What follows belongs to an exercise in optimizing a design on an open flow for small area and a short achievable clock period; a production flow would make more cautious choices. The RTL was checked by simulation tests, not by an equivalence proof against the original design. No activity file was given, so power comes from the tool's default toggle rates.

P:
Design vecDatapath, start of the top module:
module vecDatapath (
	input  logic        clk,
	input  logic        rstN,
	input  logic        hold,
	input  logic [95:0] fifoRdData,
	input  logic        fifoDataValid,
	output logic        fifoRead,
	output logic        wbValid,
	output logic [4:0]  wbAddr,
	output logic [63:0] wbData
);
	localparam int laneWidth = 16;
	localparam logic [1:0] fuBcast = 2'd3;
	logic        consume;
	logic        ifIdValid;
	logic [95:0] ifIdEntry;
	logic [31:0] ifIdInstr;
	logic [9:0]  idCtrl;
	logic        idWrite;
	logic        idBcast;
	logic [4:0]  fifoSrc1;
	logic [4:0]  fifoSrc2;
	logic [3:0]  ifIdLoA;
	logic [7:0]  ifIdHiA;
	logic [3:0]  ifIdLoB;
	logic [7:0]  ifIdHiB;
	logic        ifIdFwdA;
	logic        ifIdFwdB;
	logic        ifIdWtA;
	logic        ifIdWtB;
	logic [63:0] rdDataA;
	logic [63:0] rdDataB;
	logic        fwdA;
	logic        fwdB;
	logic [63:0] opANext;
	logic [63:0] opBNext;
	logic        idExWrite;
	logic [4:0]  idExCtrl;
	logic [4:0]  idExDst;
	logic [63:0] idExOpA;
	logic [63:0] idExOpB;
	logic        exWbWrite;
	logic [4:0]  exWbDst;
	logic [63:0] exWbResult;
	logic [63:0] exResult;
	logic        exIsMul;
	logic [63:0] exMul;
	logic [63:0] exOther;
	assign fifoRead = ~hold;
	assign consume  = fifoRead & fifoDataValid;
	always_ff @(posedge clk or negedge rstN) begin
		if (!rstN) begin
			ifIdValid <= 1'b0;
		end else if (!hold) begin
			ifIdValid <= consume;
		end
	end
	assign fifoSrc1 = fifoRdData[23:19];
	assign fifoSrc2 = fifoRdData[18:14];
	always_ff @(posedge clk) begin
		if (consume) begin
			ifIdEntry <= fifoRdData;
			ifIdLoA   <= 4'b1 << fifoSrc1[1:0];
			ifIdHiA   <= 8'b1 << fifoSrc1[4:2];
			ifIdLoB   <= 4'b1 << fifoSrc2[1:0];
			ifIdHiB   <= 8'b1 << fifoSrc2[4:2];
			ifIdFwdA  <= idWrite && (idCtrl[4:0] == fifoSrc1);
			ifIdFwdB  <= idWrite && (idCtrl[4:0] == fifoSrc2);
			ifIdWtA   <= idExWrite && (idExDst == fifoSrc1);
			ifIdWtB   <= idExWrite && (idExDst == fifoSrc2);
		end
	end
	assign ifIdInstr = ifIdEntry[31:0];
	vecDecoder decoder (
		.instr (ifIdInstr),
		.ctrl  (idCtrl)
	);
	assign idWrite = ifIdValid & idCtrl[9];
	assign idBcast = (idCtrl[8:7] == fuBcast);
	vecRegFile regFile (
		.clk     (clk),
		.rstN    (rstN),
		.rdLoA   (ifIdLoA),
  ...
For scale: ~9300 cells after synthesis, roughly 2300 flip-flops, ~170 I/O pins, ~120000 um^2 of cells after synthesis.
Settings: LEC_CHECK=0, CAP_MARGIN=30, CORE_MARGIN=2, CORE_UTILIZATION=30, CTS_BUF_LIST=sky130_fd_sc_hd__clkbuf_8, PLACE_DENSITY=0.45, SETUP_SLACK_MARGIN=4.5, SLEW_MARGIN=50, TNS_END_PERCENT=100; clock period 8.5 ns.
run.sh (not shown) runs the stock make flow with config.mk's settings and CLKGATE_MAP_FILE= SYNTH_SCRIPT=/design/flow/synth_recipe.tcl, a recipe that flattens the netlist after the stock synthesis.
Inputs modified between P and Q:
Settings: TNS_END_PERCENT changed from 100 to 5.
## What came out
- Q reached the end of the flow, and the finished layout is clean on the timing, DRC and antenna checks.
- Relative to P, the via count of the first global-routing pass measured on Q has decreased by a few percent.
- Diff P -> Q | final design instance area without fill | down by a few percent
- The worst-margin pin slew on P is in line with that on Q.
- Per the comparison of Q with P, first-pass GRT wire length fell about 3.2%, critical path buffer and inverter count fell 4, worst endpoint required time fell 0.05 ns.
- Layout overhead on the synthesized area: lower on Q
- Diff Q..P | final number of max-transition violations | unchanged
- Between P and Q, the flow reports leakage power decreasing by a few percent.
[inputs] R vs Q
Settings: swapping 0.45 for 0.6 in PLACE_DENSITY.
--- outcome ---
Mux share of post-synthesis cell area: Q vs R, no meaningful difference
In the tables for Q and R, final-layout clock buffer total reads higher with Q.
Per the comparison of R with Q, layout-stage area growth over the synthesis result closely matched the old numbers; routed wire length lower; final critical-path share of the clock period closely matched the old numbers.
Maximum frequency of R is on par with Q.
Met2 layer wire length in the routed design (Q / R): 1.09
Per the comparison of R with Q, data arrival time at the worst-slack endpoint fell by 0.11 ns; via count of the first global-routing pass +about 1.5%; via count rose 1703.
Edits applied to the flow inputs when going from R to S:
Settings: PLACE_DENSITY: 0.6 -> 0.45; CTS_CLUSTER_SIZE: unset -> 25; SLEW_MARGIN: 50 -> 40.
## What came out
On cell-internal power, R loses to S. Summary of the comparison: post-route clock period utilization is higher in S, relative to R. Per the comparison of S with R, async set or reset register ratio after synthesis comparable; net switching fraction of the power rose by 0.47 points. Any difference in instance count after placement with tap cells included between S and R is small enough to ignore. S gives less worst relative slew slack than R did. Against R as the reference, S delivers a lower worst setup slack after layout. Changes observed in S relative to R: met3 layer wire length in the routed design went down by about 9%; sequential share of cell area went up by 0.58 points; met1 demand-to-capacity share in global routing went up by 6.3 points; global routing usage summed across all routing layers went up by 2.2 points.
--- input diff S..T ---
Settings: SLEW_MARGIN changed from 40 to 30.
==> notes.md <==
For S, the capture point of the worst path was idExOpA[15], unlike T, where it was idExOpB[47].
Diff T..S | final routed wire length divided by cell count | negligible
Total number of multi-input combinational cells: T vs S — no meaningful difference
Comparing T and S, the higher largest fanout on the critical path is on T.
Per the comparison of T with S, final core area utilization has decreased; setup slack has decreased; area after detailed placement has decreased; vias after detailed routing has remained practically unchanged.
Fraction of power consumed by the clock network on T is up relative to S.

afterwards: timing with drivers on the ports:
In the flow no input, the clock included, has a driving cell. The finished layouts below were timed again as built, in two steps. Step 1 sets driving cells, clkbuf_16 on the clock port and buf_2 on the other inputs (assumed; they add their load-dependent delay and slew). Step 2 moves the port delays by t, midway between the first and last clock arrival at a register: inputs arrive t later, outputs are due t later. That takes back most of the time a late clock gives input paths. Three values: no drivers, after step 1, after step 2; two values: the first two.
run	t (ns)	setup slack, ns	hold WS [ns]	worst setup path at the end	latest minus earliest clock arrival (ns)
P	1.143	3.750 / 3.750 / 3.750	0.422 / 0.422 / 0.422	register to register	0.137 / 0.137
Q	1.109	3.826 / 3.826 / 3.826	0.426 / 0.426 / 0.426	register to register	0.117 / 0.117
R	1.108	3.828 / 3.797 / 3.828	0.442 / 0.442 / 0.442	register to register	0.123 / 0.123
S	1.131	3.777 / 3.777 / 3.777	0.427 / 0.427 / 0.427	register to register	0.106 / 0.105
T	1.138	3.756 / 3.756 / 3.756	0.425 / 0.425 / 0.425	register to register	0.116 / 0.116
After both steps setup and hold are still met in every run listed.
